Context: an optimization exercise on an open-source flow, tuned for small area. The choices shown serve that exercise and are no tape-out recipe. At most, simulation tests tie the RTL to the original design; equivalence was not proved.

==> nickel <==
==> flow/design.v <==
`timescale 1ns/1ns
`default_nettype none
module radar_display_top (
	input logic clock,
	input logic arst_n,
	input logic signed [11:0] target_x,
	input logic signed [11:0] target_y,
	input logic target_load,
	output logic [23:0] pixel,
	output logic hsync,
	output logic vsync,
	output logic de
);
	function automatic logic [15:0] rca(input logic [15:0] a, input logic [15:0] b, input logic cin);
		logic c;
		c = cin;
		for (int i = 0; i < 16; i++) begin
			rca[i] = a[i] ^ b[i] ^ c;
			c = (a[i] & b[i]) | (c & (a[i] ^ b[i]));
		end
	endfunction
	function automatic logic ge(input logic [15:0] v, input logic [15:0] k);
		logic r;
		r = 1'b1;
		for (int i = 0; i < 16; i++)
			r = k[i] ? (v[i] & r) : (v[i] | r);
		ge = r;
	endfunction
	function automatic logic in_range(input logic [15:0] v, input logic [15:0] lo, input logic [15:0] hi);
		in_range = ge(v, lo) && ge(hi, v);
	endfunction
	logic [8:0] x;
	logic [7:0] w;
	logic first;
	logic [15:0] r_sq;
	wire x_end = (x == 9'd175);
	wire w_end = (w == 8'd168);
	wire at_origin = (x == 9'h160) && (w == 8'd177);
	always_ff @(posedge clock or negedge arst_n) begin
		if (!arst_n) begin
			x <= 9'd171;
			w <= 8'd168;
			first <= 1'b1;
		end else begin
			x <= x_end ? 9'h160 : 9'(rca(16'(x), 16'd0, 1'b1));
			if (x_end)
				w <= w_end ? 8'd177 : 8'(rca(16'(w), 16'd0, 1'b1));
			if (at_origin)
				first <= 1'b0;
		end
	end
	wire x_blank = !x[8] && ge(16'(x[7:0]), 16'd160);
	wire x_last = (x == 9'd159);
	logic [9:0] r_step;
	wire w_neg = w[7] && (w[6] || w[5]);
	always_comb begin
		if (x_blank)
			r_step = '0;
		else if (x_last)
			r_step = {w_neg, w, 1'b0};  
		else
			r_step = {x, 1'b1};
	end
	always_ff @(posedge clock) begin
		if (x_end && w_end)
			r_sq <= 16'd17185;  
		else
			r_sq <= rca(r_sq, {{6{r_step[9]}}, r_step}, 1'b0);
	end
	wire s = x[8];
	wire [6:0] b = x[6:0] ^ {7{s}};
	wire [15:0] m15s = rca(16'(b[6:4]), 16'(b), s);
	wire [7:0] s15 = 8'(rca(16'(m15s[7:2]), 16'(w), s));
	wire [7:0] s45 = 8'(rca(16'(b), 16'(w), s));
	wire [15:0] m75 = rca({6'd0, b[5:0], 4'd0}, {6'd0, 4'hf, ~b[5:0]}, 1'b1);
	wire [15:0] m75s = rca(16'(m75[9:0]), {11'd0, s, 2'b0, s, 1'b0}, 1'b0);
	wire [7:0] s75 = 8'(rca(16'(m75s[9:2]), 16'(w), 1'b0));
	wire line = in_range(16'(s15), 16'd159, 16'd161) ||
		in_range(16'(s45), 16'd159, 16'd161) ||
		(!b[6] && in_range(16'(s75), 16'd157, 16'd163));
	wire ring_guard = in_range(16'(w), 16'd97, 16'd168);
	wire ring = (in_range(r_sq, 16'd960, 16'd1088) && ring_guard) ||
		in_range(r_sq, 16'd3968, 16'd4224) ||
		in_range(r_sq, 16'd9088, 16'd9344) ||
		in_range(r_sq, 16'd16256, 16'd16512) ||
		in_range(r_sq, 16'd25344, 16'd25856) ||
		in_range(r_sq, 16'd36608, 16'd37120) ||
		in_range(r_sq, 16'd49920, 16'd50432);
	wire x_in = s ? ge(16'(x[7:0]), 16'd125) : ge(16'd131, 16'(x[7:0]));
	wire y_in = ge(16'(w), 16'd181) || ge(16'd163, 16'(w));
	wire on_border = (s ? ge(16'd128, 16'(x[7:0])) : x[7]) ||
		in_range(16'(w), 16'd177, 16'd184) || in_range(16'(w), 16'd160, 16'd168);
	wire grid_on = x_in && y_in && (on_border || ring || line);
	wire tx_ok = (target_x[11:8] == {4{target_x[8]}});
	wire ty_ok = (target_y[11:8] == 4'h0) ? (target_y[7:2] != 6'h3f) :
		(target_y[11:8] == 4'hf) && (target_y[7:4] == 4'hf) && (target_y[3:2] != 2'b00);
	logic [8:0] pend_x;
	logic [7:0] pend_y;
	logic pend_ok;
	logic [8:0] act_x;
	logic [7:0] act_y;
	logic act_ok;
	wire swap = (x == 9'd171) && w_end;
	always_ff @(posedge clock) begin
		if (target_load) begin
			pend_x <= target_x[8:0];
			pend_y <= target_y[7:0];
		end
		if (swap) begin
			act_x <= pend_x;
			act_y <= pend_y;
		end
	end
	always_ff @(posedge clock or negedge arst_n) begin
		if (!arst_n) begin
			pend_ok <= 1'b0;
			act_ok <= 1'b0;
		end else begin
			if (target_load)
				pend_ok <= tx_ok && ty_ok;
			if (swap)
				act_ok <= pend_ok;
		end
	end
	wire [8:0] dx = 9'(rca(16'(x), 16'(~act_x), 1'b1));
	wire [7:0] sy = 8'(rca(16'(w), 16'(act_y), 1'b0));
	wire hit_x = (dx[8:3] == 6'd0 && dx[2:0] <= 3'd4) || (dx[8:2] == 7'h7f);
	wire hit_y = in_range(16'(sy), 16'd156, 16'd164);
	wire hit = act_ok && hit_x && hit_y;
	wire de_i = !first && (s || !ge(16'(x[7:0]), 16'd160)) && (ge(16'(w), 16'd177) || ge(16'd160, 16'(w)));
	assign de = de_i;
	assign hsync = !first && !s && in_range(16'(x[7:0]), 16'd164, 16'd171);
	assign vsync = (w == 8'd163) || (w == 8'd164);
	wire red = de_i && !hit && grid_on;
	wire green = de_i && hit;
	assign pixel = {{8{red}}, {8{green}}, 8'd0};
endmodule
`default_nettype wire
==> flow/run.sh <==
#!/bin/bash
# synth_recipe.tcl (not shown) runs the flow's synth.tcl, then flattens the netlist and writes it again
# the make line also repeats each setting of config.mk as NAME=value (left out here)
make -C /OpenROAD-flow-scripts/flow DESIGN_CONFIG=/design/flow/config.mk WORK_HOME=/design/flow/orfs CLKGATE_MAP_FILE= SYNTH_SCRIPT=/design/flow/synth_recipe.tcl finish
==> flow/config.mk <==
export PLATFORM = sky130hd
export DESIGN_NAME = radar_display_top
export DESIGN_NICKNAME = radar_display_top
export VERILOG_FILES = /design/flow/design.v
export SDC_FILE = /design/flow/constraint.sdc
export NUM_CORES = 4
export LEC_CHECK = 0
export CAP_MARGIN = 20
export CORE_MARGIN = 2
export CORE_UTILIZATION = 40
export SLEW_MARGIN = 20
==> flow/constraint.sdc <==
create_clock -name core_clock -period 8.0 [get_ports {clock}]
set_input_delay 1.6000 -clock core_clock [delete_from_list [all_inputs] [get_ports {clock}]]
set_output_delay 1.6000 -clock core_clock [all_outputs]
set_load 0.01 [all_outputs]
==> delta: changes against nickel <==
--- a/flow/design.v
+++ b/flow/design.v
@@ -64,5 +64,5 @@
 	always_ff @(posedge clock) begin
 		if (x_end && w_end)
-			r_sq <= 16'd17185;  
+			r_sq <= 16'd17441;  
 		else
 			r_sq <= rca(r_sq, {{6{r_step[9]}}, r_step}, 1'b0);
@@ -73,18 +73,18 @@
 	wire [7:0] s15 = 8'(rca(16'(m15s[7:2]), 16'(w), s));
 	wire [7:0] s45 = 8'(rca(16'(b), 16'(w), s));
-	wire [15:0] m75 = rca({6'd0, b[5:0], 4'd0}, {6'd0, 4'hf, ~b[5:0]}, 1'b1);
-	wire [15:0] m75s = rca(16'(m75[9:0]), {11'd0, s, 2'b0, s, 1'b0}, 1'b0);
-	wire [7:0] s75 = 8'(rca(16'(m75s[9:2]), 16'(w), 1'b0));
+	wire [15:0] m75 = rca({6'd0, b[5:0], 4'd0}, {10'd0, ~b[5:0]}, 1'b0);
+	wire [9:0] g75 = 10'(rca(16'(m75[9:0]), {6'd0, w, 2'd0}, 1'b0));
+	wire near75 = !b[6] && (s ? in_range(16'(g75), 16'd673, 16'd700) : in_range(16'(g75), 16'd691, 16'd718));
 	wire line = in_range(16'(s15), 16'd159, 16'd161) ||
 		in_range(16'(s45), 16'd159, 16'd161) ||
-		(!b[6] && in_range(16'(s75), 16'd157, 16'd163));
+		near75;
 	wire ring_guard = in_range(16'(w), 16'd97, 16'd168);
-	wire ring = (in_range(r_sq, 16'd960, 16'd1088) && ring_guard) ||
-		in_range(r_sq, 16'd3968, 16'd4224) ||
-		in_range(r_sq, 16'd9088, 16'd9344) ||
-		in_range(r_sq, 16'd16256, 16'd16512) ||
-		in_range(r_sq, 16'd25344, 16'd25856) ||
-		in_range(r_sq, 16'd36608, 16'd37120) ||
-		in_range(r_sq, 16'd49920, 16'd50432);
+	wire ring = (in_range(r_sq, 16'd1216, 16'd1344) && ring_guard) ||
+		in_range(r_sq, 16'd4224, 16'd4480) ||
+		in_range(r_sq, 16'd9344, 16'd9600) ||
+		in_range(r_sq, 16'd16512, 16'd16768) ||
+		in_range(r_sq, 16'd25600, 16'd26112) ||
+		in_range(r_sq, 16'd36864, 16'd37376) ||
+		in_range(r_sq, 16'd50176, 16'd50688);
 	wire x_in = s ? ge(16'(x[7:0]), 16'd125) : ge(16'd131, 16'(x[7:0]));
 	wire y_in = ge(16'(w), 16'd181) || ge(16'd163, 16'(w));
==> flow/flow/run.sh (new file) <==
#!/bin/bash
# Standard synthesis, then the standard layout with two changes: port
# buffers of the smallest buffer cell, and clock tree synthesis without
# dummy load cells.
set -euo pipefail
bash standard.sh synth > synth.log 2>&1
export BUFFER_PORTS_ARGS="-buffer_cell sky130_fd_sc_hd__buf_1"
export CTS_ARGS="-sink_clustering_enable -repair_clock_nets -dont_use_dummy_load -sink_clustering_size 8 -buf_list sky130_fd_sc_hd__clkbuf_4"
bash standard.sh finish > layout.log 2>&1
==> flow/standard.sh (new file) <==
#!/bin/bash
# synth_recipe.tcl (not shown) runs the flow's synth.tcl, then flattens the netlist and writes it again
# the make line also repeats each setting of config.mk as NAME=value (left out here)
make -C /OpenROAD-flow-scripts/flow DESIGN_CONFIG=/design/flow/config.mk WORK_HOME=/design/flow/orfs CLKGATE_MAP_FILE= SYNTH_SCRIPT=/design/flow/synth_recipe.tcl "${@:-finish}"
Settings changed: CTS_BUF_LIST from default to sky130_fd_sc_hd__clkbuf_4, CTS_CLUSTER_SIZE from default to 8.
removed: flow/run.sh
==> sierra: changes against nickel <==
--- a/flow/design.v
+++ b/flow/design.v
@@ -64,5 +64,5 @@
 	always_ff @(posedge clock) begin
 		if (x_end && w_end)
-			r_sq <= 16'd17185;  
+			r_sq <= 16'd17441;  
 		else
 			r_sq <= rca(r_sq, {{6{r_step[9]}}, r_step}, 1'b0);
@@ -80,11 +80,11 @@
 		(!b[6] && in_range(16'(s75), 16'd157, 16'd163));
 	wire ring_guard = in_range(16'(w), 16'd97, 16'd168);
-	wire ring = (in_range(r_sq, 16'd960, 16'd1088) && ring_guard) ||
-		in_range(r_sq, 16'd3968, 16'd4224) ||
-		in_range(r_sq, 16'd9088, 16'd9344) ||
-		in_range(r_sq, 16'd16256, 16'd16512) ||
-		in_range(r_sq, 16'd25344, 16'd25856) ||
-		in_range(r_sq, 16'd36608, 16'd37120) ||
-		in_range(r_sq, 16'd49920, 16'd50432);
+	wire ring = (in_range(r_sq, 16'd1216, 16'd1344) && ring_guard) ||
+		in_range(r_sq, 16'd4224, 16'd4480) ||
+		in_range(r_sq, 16'd9344, 16'd9600) ||
+		in_range(r_sq, 16'd16512, 16'd16768) ||
+		in_range(r_sq, 16'd25600, 16'd26112) ||
+		in_range(r_sq, 16'd36864, 16'd37376) ||
+		in_range(r_sq, 16'd50176, 16'd50688);
 	wire x_in = s ? ge(16'(x[7:0]), 16'd125) : ge(16'd131, 16'(x[7:0]));
 	wire y_in = ge(16'(w), 16'd181) || ge(16'd163, 16'(w));
==> flow/flow/run.sh (new file) <==
#!/bin/bash
# Standard synthesis, then the standard layout with port buffers of the
# smallest buffer cell instead of the resizer's default choice.
set -euo pipefail
bash standard.sh synth > synth.log 2>&1
export BUFFER_PORTS_ARGS="-buffer_cell sky130_fd_sc_hd__buf_1"
bash standard.sh finish > layout.log 2>&1
==> flow/standard.sh (new file) <==
#!/bin/bash
# synth_recipe.tcl (not shown) runs the flow's synth.tcl, then flattens the netlist and writes it again
# the make line also repeats each setting of config.mk as NAME=value (left out here)
make -C /OpenROAD-flow-scripts/flow DESIGN_CONFIG=/design/flow/config.mk WORK_HOME=/design/flow/orfs CLKGATE_MAP_FILE= SYNTH_SCRIPT=/design/flow/synth_recipe.tcl "${@:-finish}"
Settings changed: CTS_BUF_LIST from default to sky130_fd_sc_hd__clkbuf_4 sky130_fd_sc_hd__clkbuf_8.
removed: flow/run.sh
==> metrics.yaml <==
run_status:
  status: "timing/DRC/antenna clean"
die:
  die_area_um2: 13180
  die_h_um: 114.8
grt:
  grt_pass1_vias: 3258
sta:
  min_period_ps: 7609
  finalCritPeriodShare_pct: 95.12
  worst_pin_slew_ps: 940.5
synthesis:
  synthCells: 446
clock_tree:
  clk-insertion-delay-late_ps: 420
cells_and_area:
  multi_input_cells: 292
(the above is from delta)
==> metrics.yaml <==
die:
  die_h_um: 118.6
clock_tree:
  clk-insertion-delay-late_ps: 330
sta:
  worst_pin_slew_ps: 967.0
grt:
  grt_pass1_vias: 3536
synthesis:
  synthCells: 487
cells_and_area:
  multi_input_cells: 325
run_status:
  status: "timing/DRC/antenna clean"
(the above is from nickel)
==> metrics.yaml <==
run_status:
  status: "timing/DRC/antenna clean"
die:
  die_area_um2: 13700
sta:
  min_period_ps: 7543
  finalCritPeriodShare_pct: 94.28
grt:
  grt_pass1_vias: 3539
clock_tree:
  clk-insertion-delay-late_ps: 360
(the above is from sierra)
Only the layout flow was run in delta and sierra; the RTL was not checked for function there.

## afterwards: timing with drivers on the ports
No port has a modelled driver above. Below, the same layouts with a new extraction and two added sets of constraints. Step 1 sets driving cells, clkbuf_16 on the clock port and buf_2 on the other inputs (assumed; they add their load-dependent delay and slew). Step 2 adds t to the input delays and takes it off the output delays; t is the mean of the earliest and latest rising clock arrival at the registers after step 1. Input paths then give back, and output paths get back, about the clock's delay inside the block. Three values: no drivers, after step 1, after step 2; two values: the first two.
run | shift t [ns] | setup WS [ns] | worst setup path at the end | worst register clock-pin slew, ns | pins driven straight from the clock port
nickel | 0.361 | 0.322 / 0.290 / 0.370 | register to register | 0.06 / 0.06 | 1
delta | 0.428 | 0.391 / 0.391 / 0.391 | register to register | 0.11 / 0.11 | 1
sierra | 0.383 | 0.457 / 0.457 / 0.457 | register to register | 0.09 / 0.09 | 1
After both steps every run listed still meets setup and hold.
